From an optimization exercise on the open Yosys and OpenROAD flow, aimed at small area, a short achievable clock period and few clock cycles; shortcuts taken in it are not production practice.
Function was checked by simulation only, so behaviour that the tests miss may differ from the original.
No activity file was given, so power comes from the tool's default toggle rates.

==> flow/config.mk <==
export PLATFORM = sky130hd
export DESIGN_NAME = llc_core
export DESIGN_NICKNAME = llc_core
export VERILOG_FILES = /design/flow/design.v
export SDC_FILE = /design/flow/constraint.sdc
export NUM_CORES = 4
export LEC_CHECK = 0
export CAP_MARGIN = 20
export CORE_MARGIN = 2
export CORE_UTILIZATION = 55
export CTS_BUF_LIST = sky130_fd_sc_hd__clkbuf_8 sky130_fd_sc_hd__clkbuf_16
export CTS_CLUSTER_DIAMETER = 80
export CTS_CLUSTER_SIZE = 25
export SETUP_SLACK_MARGIN = 2.8
export SLEW_MARGIN = 20
==> flow/constraint.sdc <==
create_clock -name core_clock -period 6.5 [get_ports {clk}]
set_input_delay 1.3000 -clock core_clock [delete_from_list [all_inputs] [get_ports {clk}]]
set_output_delay 1.3000 -clock core_clock [all_outputs]
set_load 0.01 [all_outputs]
==> flow/design.v <==
package llc_pkg;
    localparam int LLC_WAYS      = 4;
    localparam int LLC_SETS      = 16;
    localparam int LLC_SET_BITS  = 4;
    localparam int LLC_TAG_BITS  = 8;
    localparam int LLC_WAY_BITS  = 2;
    localparam int LLC_LINE_BITS = 32;
    typedef logic [LLC_TAG_BITS+LLC_SET_BITS-1:0] line_addr_t;
    typedef logic [LLC_SET_BITS-1:0]              llc_set_t;
    typedef logic [LLC_TAG_BITS-1:0]              llc_tag_t;
    typedef logic [LLC_WAY_BITS-1:0]              llc_way_t;
    typedef logic [LLC_LINE_BITS-1:0]             line_t;
    typedef logic [LLC_WAYS-1:0]                  way_mask_t;
    typedef struct packed {
        logic       write;
        line_addr_t addr;
        line_t      data;
    } cpu_req_t;
    typedef struct packed {
        line_t data;
    } cpu_rsp_t;
    typedef struct packed {
        logic       write;
        line_addr_t addr;
        line_t      data;
    } mem_req_t;
    typedef struct packed {
        line_t data;
    } mem_rsp_t;
    typedef struct packed {
        logic     hit;
        llc_way_t hit_way;
        llc_way_t victim_way;
        logic     victim_valid;
        logic     victim_dirty;
        llc_tag_t victim_tag;
    } tag_result_t;
    typedef enum logic [2:0] {
        IDLE,
        LOOKUP,
        PROCESS,
        WRITEBACK,
        FILL_REQ,
        FILL_WAIT,
        RESPOND
    } llc_state_e;
endpackage
`timescale 1ns/1ps
module llc_core (
    input  logic              clk,
    input  logic              rst,
    input  logic              cpu_req_valid_i,
    output logic              cpu_req_ready_o,
    input  llc_pkg::cpu_req_t cpu_req_i,
    output logic              cpu_rsp_valid_o,
    input  logic              cpu_rsp_ready_i,
    output llc_pkg::cpu_rsp_t cpu_rsp_o,
    output logic              mem_req_valid_o,
    input  logic              mem_req_ready_i,
    output llc_pkg::mem_req_t mem_req_o,
    input  logic              mem_rsp_valid_i,
    output logic              mem_rsp_ready_o,
    input  llc_pkg::mem_rsp_t mem_rsp_i
);
    localparam int W  = llc_pkg::LLC_WAYS;
    localparam int S  = llc_pkg::LLC_SETS;
    localparam int LB = llc_pkg::LLC_LINE_BITS;
    localparam int TB = llc_pkg::LLC_TAG_BITS;
    logic                   full_q  [S];
    llc_pkg::llc_way_t      ptr_q   [S];
    logic [W-1:0]           dirty_q [S];
    llc_pkg::llc_tag_t      tag_q   [S][W];
    llc_pkg::line_t         data_q  [S][W];
    logic                   busy_q;
    logic                   wr_q;
    llc_pkg::llc_set_t      set_q;
    llc_pkg::llc_tag_t      rtag_q;
    llc_pkg::llc_tag_t      vtag_q;
    llc_pkg::llc_way_t      way_q;      
    logic                   st_q;       
    logic                   tw_q;       
    logic                   rsp_valid_q;
    llc_pkg::line_t         rsp_q;      
    logic                   mreq_q;
    logic                   wb_q;
    llc_pkg::line_t         mdata_q;
    logic                   fill_q;
    logic                   fsel_q;     
    logic                   pre_ok_q;   
    logic                   pre_miss_q;
    logic                   pre_wb_q;
    logic                   wr;
    llc_pkg::llc_set_t      set;
    llc_pkg::llc_tag_t      tag;
    llc_pkg::line_t         wdata;
    logic [S-1:0]           sdec;
    logic [W-1:0]           lw_way;     
    logic [W-1:0]           fwd;
    llc_pkg::llc_way_t      ptr_f [S];  
    logic                   full;
    llc_pkg::llc_way_t      ptr;
    logic [W-1:0]           ptr_oh;
    logic [W-1:0]           dirty;
    llc_pkg::llc_tag_t      way_tag  [W];
    llc_pkg::line_t         way_data [W];
    logic [S-1:0]           lmatch [W];  
    logic [W-1:0]           hit_oh;
    logic                   hit;
    llc_pkg::line_t         hit_data;
    llc_pkg::line_t         ptr_data;
    llc_pkg::llc_tag_t      vtag;
    logic                   fill_now;
    logic                   rsp_fire;
    logic                   acc;
    logic                   pre_issue;
    logic                   vload;
    logic                   lwe;        
    llc_pkg::line_t         lwdata;
    assign wr    = cpu_req_i.write;
    assign set   = cpu_req_i.addr[llc_pkg::LLC_SET_BITS-1:0];
    assign tag   = cpu_req_i.addr[llc_pkg::LLC_SET_BITS +: TB];
    assign wdata = cpu_req_i.data;
    assign fill_now        = fill_q && mem_rsp_valid_i;
    assign cpu_rsp_valid_o = rsp_valid_q || fill_now;
    assign cpu_rsp_o.data  = fsel_q ? mem_rsp_i.data : rsp_q;
    assign rsp_fire        = cpu_rsp_valid_o && cpu_rsp_ready_i;
    assign cpu_req_ready_o = (!busy_q || rsp_fire) && !tw_q;
    assign acc             = cpu_req_valid_i && cpu_req_ready_o;
    assign pre_issue       = pre_ok_q && pre_miss_q;
    assign mem_req_valid_o = mreq_q || (acc && pre_issue);
    assign mem_req_o.write = mreq_q ? wb_q : pre_wb_q;
    assign mem_req_o.addr  = {((!mreq_q && !pre_wb_q) ? tag : ((mreq_q && !wb_q) ? rtag_q : vtag_q)),
                              (mreq_q ? set_q : set)};
    assign mem_req_o.data  = mdata_q;
    assign mem_rsp_ready_o = fill_q;
    assign vload           = !(mreq_q && wb_q);
    assign lwe    = st_q || fill_q;
    assign lwdata = wr_q ? rsp_q : mem_rsp_i.data;
    always_comb begin
        for (int s = 0; s < S; s++) begin
            sdec[s]  = (set == llc_pkg::llc_set_t'(s));
            ptr_f[s] = ptr_q[s];
            if (st_q && set_q == llc_pkg::llc_set_t'(s) && way_q == ptr_q[s])
                ptr_f[s] = ptr_q[s] + 2'd1;
        end
        for (int w = 0; w < W; w++) begin
            lw_way[w] = (st_q || fill_q) && (way_q == llc_pkg::llc_way_t'(w));
            fwd[w]    = lw_way[w] && (set == set_q);
        end
    end
    always_comb begin
        full = 1'b0;
        ptr  = '0;
        for (int s = 0; s < S; s++) begin
            full = full | (sdec[s] & full_q[s]);
            ptr  = ptr  | ({2{sdec[s]}} & ptr_f[s]);
        end
        for (int w = 0; w < W; w++) begin
            ptr_oh[w]   = (ptr == llc_pkg::llc_way_t'(w));
            dirty[w]    = 1'b0;
            way_tag[w]  = '0;
            way_data[w] = {LB{fwd[w]}} & lwdata;
            for (int s = 0; s < S; s++) begin
                dirty[w]    = dirty[w]    | (sdec[s] & dirty_q[s][w]);
                way_tag[w]  = way_tag[w]  | ({TB{sdec[s]}} & tag_q[s][w]);
                way_data[w] = way_data[w] |
                              ({LB{sdec[s] && !(lw_way[w] && set_q == llc_pkg::llc_set_t'(s))}} & data_q[s][w]);
                lmatch[w][s] = (full_q[s] || llc_pkg::llc_way_t'(w) < ptr_q[s]) &&
                               tag_q[s][w] == tag;
            end
            hit_oh[w] = lmatch[w][set];
        end
    end
    always_comb begin
        hit_data = {LB{wr}} & wdata;
        ptr_data = '0;
        vtag     = '0;
        for (int w = 0; w < W; w++) begin
            hit_data = hit_data | ({LB{hit_oh[w] && !wr}} & way_data[w]);
            ptr_data = ptr_data | ({LB{ptr_oh[w]}} & way_data[w]);
            vtag     = vtag     | ({TB{ptr_oh[w]}} & way_tag[w]);
        end
    end
    assign hit = |hit_oh;
    always_ff @(posedge clk or negedge rst) begin
        if (!rst) begin
            for (int s = 0; s < S; s++) begin
                full_q[s] <= 1'b0;
                ptr_q[s]  <= '0;
            end
            busy_q      <= 1'b0;
            st_q        <= 1'b0;
            tw_q        <= 1'b0;
            rsp_valid_q <= 1'b0;
            mreq_q      <= 1'b0;
            wb_q        <= 1'b0;
            fill_q      <= 1'b0;
            fsel_q      <= 1'b0;
            pre_ok_q    <= 1'b0;
        end else begin
            pre_ok_q <= busy_q && !acc && cpu_req_valid_i && vload && !tw_q;
            st_q     <= acc && hit && wr;
            tw_q     <= acc && !hit;
            for (int s = 0; s < S; s++) begin
                if ((tw_q || st_q) && set_q == llc_pkg::llc_set_t'(s) && way_q == ptr_q[s]) begin
                    ptr_q[s] <= ptr_q[s] + 2'd1;
                    if (ptr_q[s] == 2'd3) full_q[s] <= 1'b1;
                end
            end
            if (rsp_fire) begin
                busy_q      <= 1'b0;
                rsp_valid_q <= 1'b0;
            end
            if (fill_now) begin
                fill_q <= 1'b0;
                fsel_q <= 1'b0;
                if (!cpu_rsp_ready_i) rsp_valid_q <= 1'b1;
            end
            if (mreq_q && mem_req_ready_i) begin
                if (wb_q) begin
                    wb_q <= 1'b0;
                end else begin
                    mreq_q <= 1'b0;
                    fill_q <= 1'b1;
                    fsel_q <= !wr_q;
                end
            end
            if (acc) begin
                busy_q <= 1'b1;
                if (hit) begin
                    rsp_valid_q <= 1'b1;
                end else begin
                    if (pre_issue && mem_req_ready_i) begin
                        mreq_q <= pre_wb_q;
                        wb_q   <= 1'b0;
                        fill_q <= !pre_wb_q;
                        fsel_q <= !pre_wb_q && !wr;
                    end else begin
                        mreq_q <= 1'b1;
                        wb_q   <= full && dirty[ptr];
                    end
                end
            end
        end
    end
    always_ff @(posedge clk) begin
        pre_miss_q <= !hit;
        pre_wb_q   <= full && dirty[ptr];
        if (acc || vload) begin
            vtag_q  <= vtag;
            mdata_q <= ptr_data;
        end
        if (acc) begin
            wr_q    <= wr;
            set_q   <= set;
            rtag_q  <= tag;
            way_q   <= hit ? {hit_oh[3] | hit_oh[2], hit_oh[3] | hit_oh[1]} : ptr;
            rsp_q   <= hit_data;
        end else if (fill_now && !cpu_rsp_ready_i) begin
            rsp_q <= lwdata;
        end
        for (int s = 0; s < S; s++) begin
            for (int w = 0; w < W; w++) begin
                if (set_q == llc_pkg::llc_set_t'(s) && way_q == llc_pkg::llc_way_t'(w)) begin
                    if (tw_q) begin
                        tag_q[s][w]   <= rtag_q;
                        dirty_q[s][w] <= wr_q;
                    end else if (st_q) begin
                        dirty_q[s][w] <= 1'b1;
                    end
                    if (lwe) data_q[s][w] <= lwdata;
                end
            end
        end
    end
endmodule
==> flow/run.sh <==
#!/bin/bash
# synth_recipe.tcl (not shown) runs the flow's synth.tcl, then flattens the netlist and writes it again
# the make line also repeats each setting of config.mk as NAME=value (left out here)
make -C /OpenROAD-flow-scripts/flow DESIGN_CONFIG=/design/flow/config.mk WORK_HOME=/design/flow/orfs CLKGATE_MAP_FILE= SYNTH_SCRIPT=/design/flow/synth_recipe.tcl finish
==> run notes <==
[state kept, by name, summed over array words and instances, names as in the netlist, 2 cells and up]
register	flops
set_q	4
tag_q	512
way_q	2
ptr_q	32
mdata_q	32
rsp_q	32
full_q	16
vtag_q	8
data_q	2048
rtag_q	8
dirty_q	64
[cell families (layout without fill, tap and decap cells)]
logic type,count (synthesis),in the layout,share of synthesized area
flops,2770,2770,0.7411
compound gates,1803,1805,0.1205
simple gates,1082,1085,0.05121
xor+xnor,554,554,0.04339
buf+inv,541,1109,0.02021
mux,192,192,0.01824
fa+ha+maj,48,48,0.005371
other cells,0,14,0
[synthesized netlist by cell type, drive strengths merged, types with 27 or more instances]
master | n | area (µm²)
dfrtp | 57 | 1426
nor2 | 296 | 1111
mux2 | 44 | 495.5
nand3 | 70 | 350.3
ha | 48 | 600.6
a221oi | 193 | 1690
clkbuf | 318 | 1194
inv | 88 | 330.3
nand2 | 161 | 604.3
nor4 | 71 | 471.7
a22oi | 1023 | 7680
xnor2 | 300 | 2628
nand4 | 341 | 2148
a22o | 159 | 1393
buf | 133 | 726.9
a21oi | 130 | 650.6
nor3 | 28 | 140.1
o21ai | 126 | 630.6
mux2i | 143 | 1431
xor2 | 254 | 2225
edfxtp | 2711 | 81410
a32oi | 27 | 236.5
[per-stage QoR]
step | std cells | area, µm² | setup WS, ps | total power [W] | util
2_1_floorplan | 6990 | 111900 | 2760 | 0.02274 | -
3_3_place_gp | 9745 | 119500 | 283.6 | 0.02510 | 0.5910
3_5_place_dp | 9745 | 119500 | 668.2 | 0.02514 | 0.5911
4_1_cts | 10150 | 126700 | 2668 | 0.03546 | 0.6271
5_1_grt | 10240 | 128300 | 2642 | 0.03647 | 0.6349
6_report | 10250 | 128300 | 2570 | 0.03585 | 0.6350
[area by class of cell]
type                    instances  area (µm²)  share of cell area
flip-flops and latches       2770       82890              0.6459
multi-input cells            3684       29380              0.2290
repair buffers                809        7864             0.06127
clock buffers                 148        3704             0.02886
well taps                    2672        3343             0.02605
clock inverters                61       723.2            0.005635
inverters                      90       385.4            0.003003
diodes                         14       35.03           0.0002730
repair inverters                1       8.758          0.00006825
[final timing paths]
kind | end | depth (start not counted) | slack [ps]
max in group asynchronous | wb_q | 2 | 5010
setup / recovery | fsel_q | 14 | 2570
hold reg to reg | busy_q | 2 | 560
min in group core_clock | busy_q | 2 | 560
hold / removal | ptr_q[3][1] | 1 | 320
setup reg to reg | rsp_q[3] | 12 | 2700
[metal layers]
layer	vias up	wire (µm)	track usage
met1	38540	160400	0.5813
met4	6	31380	0.2494
met2	5938	191300	0.6033
met5	-	39	0
li1	29350	-	-
met3	1084	57530	0.1038
[cell usage in the layout (no fill, tap or decap), drive strengths merged, types with 16 or more instances in the layout]
master	Yosys	final
and3	16	16
nand3	70	70
inv	88	113
nor3	28	28
o21ai	126	126
dfrtp	57	57
a22o	159	159
a22oi	1023	1023
xor2	254	254
nand2b	19	19
a31oi	24	24
mux2	44	44
nand2	161	161
nor4	71	71
ha	48	48
edfxtp	2711	2711
dlygate4sd2	0	41
a32oi	27	27
clkinv	2	24
a21oi	130	132
a221oi	193	193
xnor2	300	300
nand4	341	341
clkbuf	318	155
buf	133	652
nor2	296	299
mux2i	143	143
clkdlybuf4s50	0	99
[what timing repair did]
item                       CTS  global route
cloned                      13             6
buffers inserted           183            79
resized for setup          306           168
setup endpoints to repair  439           154
pin swaps                   47            53
[where the power goes]
group	switching, W	internal, W
logic	0.00343	0.00138
registers	0.000227	0.0203
clock network	0.00594	0.00453
total	0.00961	0.0262
==> results_dict.tcl <==
set metrics [dict create \
    htree_levels 4 \
    tightest_slew_ps 1217 \
    cts_buffer_depth 3 \
    hold_ws_ps 316.8 \
    yosys_warnings 10 \
    yosysUniqueCellTypes 86 \
    dieHeight_um 454.9 \
    die-area_mm2 0.2069 \
    synth_edf_count 2711 \
    max_freq_mhz 254.5 \
    skew_ps 46.86 \
    powerDensity_mw_per_mm2 279.3 \
    routedWlPerCell_um 43.00 \
    rsz0062_at_grt "true" \
    synth.avg_cell_area_um2 16.00 \
    cts_buffers 143 \
    gr-usage-all-layers 0.4191 \
    ant_nets 0 \
    cp.arrival_ps 4670 \
    fin_crit_sh 0.6046 \
    clkLatencyLatePin_ps 860 \
    cts.clk_slew.worst_paths_ps 100 \
    drt_first_pass_iters 9 \
    area_delta_synth_final_pct 14.77 \
    core-area_mm2 0.2021 \
    layout-drive-gt1-share 0.1735 \
    grt_pass1_wl_mm 591.0 \
    hpwl_mm 272.6 \
    vias 74910 \
    ys_dominant_reg_cell "edfxtp_1" \
    setup_viol_count_final 0 \
    crit_chain "buf_16 -> buf_8 -> xor2_2 -> nor4_4 -> nand4_1 -> o41ai_4 -> nor3_2 -> nor4_2 -> buf_4 -> buf_4 -> buf_6 -> and4b_4 -> nand3_4 -> mux2_2" \
    cpMostUsedCell "buf_4" \
    path_buf_inv 5 \
    timing.rr.start "way_q[0]" \
    rows 165 \
    max_cap_violations 0 \
    tns_ps 0 \
    wl_mm 440.7 \
    port_buffers 163 \
    grt_overflow 0 \
    grt_max_degree 66 \
    required_ps 7240 \
    vias_per_cell 7.309 \
    fillers 14520 \
    cp_slowest_cell "nor4_4" \
    ioPinCount 164 \
    postSynthCellCount 6990 \
    path_class "in2reg" \
    cts_tree "yes" \
    gp_congestion 1.014 \
    min_path_type "in2async" \
    cp_max_fo 7 \
    syn_area_mm2 0.1118 \
    async_flop_share 0.02058 \
    path_delay_family "simple AND/OR/NAND/NOR gates" \
    p_leak_nw 40.64 \
    detail_route.drc_violations 0 \
    initial_core_util 0.5533 \
    cts.sinks 2770 \
    cts_hold_buf 0 \
    first_global_vias 69110 \
    ys_seq_elements 2770 \
    nNetsFinal 7630 \
    drv_slew 0 \
    hold_viol 0 \
    layout_min_cycle_time_ps 3930 \
    ys_seq_area_frac 0.7411 \
    endpoint_kind "flop" \
    critPathLaunchType "input pin" \
    peakVddDrop_uv 360.2 \
    die_w_um 454.9 \
    cp_slowest_stage_delay_ps 470 \
    drt_first_iter_violations 13130 \
    cp-startpoint "cpu_req_i[41]" \
    status "no timing/DRC/antenna violations" \
    cts_root_buf "clkbuf_16" \
    synth_nets 7121 \
    relSlewSlack 0.1658 \
    antenna_found_initial 27 \
]
Testbench counts, summed over its fixed seeds: cycles 30,624.

## what the ideal ports hide
How much do the figures lean on ideal ports? The routed layout below was timed once more, with nothing changed but the port constraints.
Step 1 sets driving cells, clkbuf_16 on the clock port and buf_2 on the other inputs (assumed; they add their load-dependent delay and slew).
Step 2, shift: input delay + t, output delay - t, t = (earliest + latest rising clock arrival at the registers) / 2. This alone moves slack from input paths to output paths.
a / b / c = no drivers / after step 1 / after step 2; a / b = the first two.
shift t [ns]: 0.924
setup WS [ns]: 2.570 / 2.513 / 1.589
latest minus earliest clock arrival (ns): 0.052 / 0.052
slew at the worst register clock pin (ns): 0.11 / 0.11
After both steps this run still meets setup and hold. The setup slack of this run moves by -0.057 ns with the drivers and by -0.981 ns with both steps.
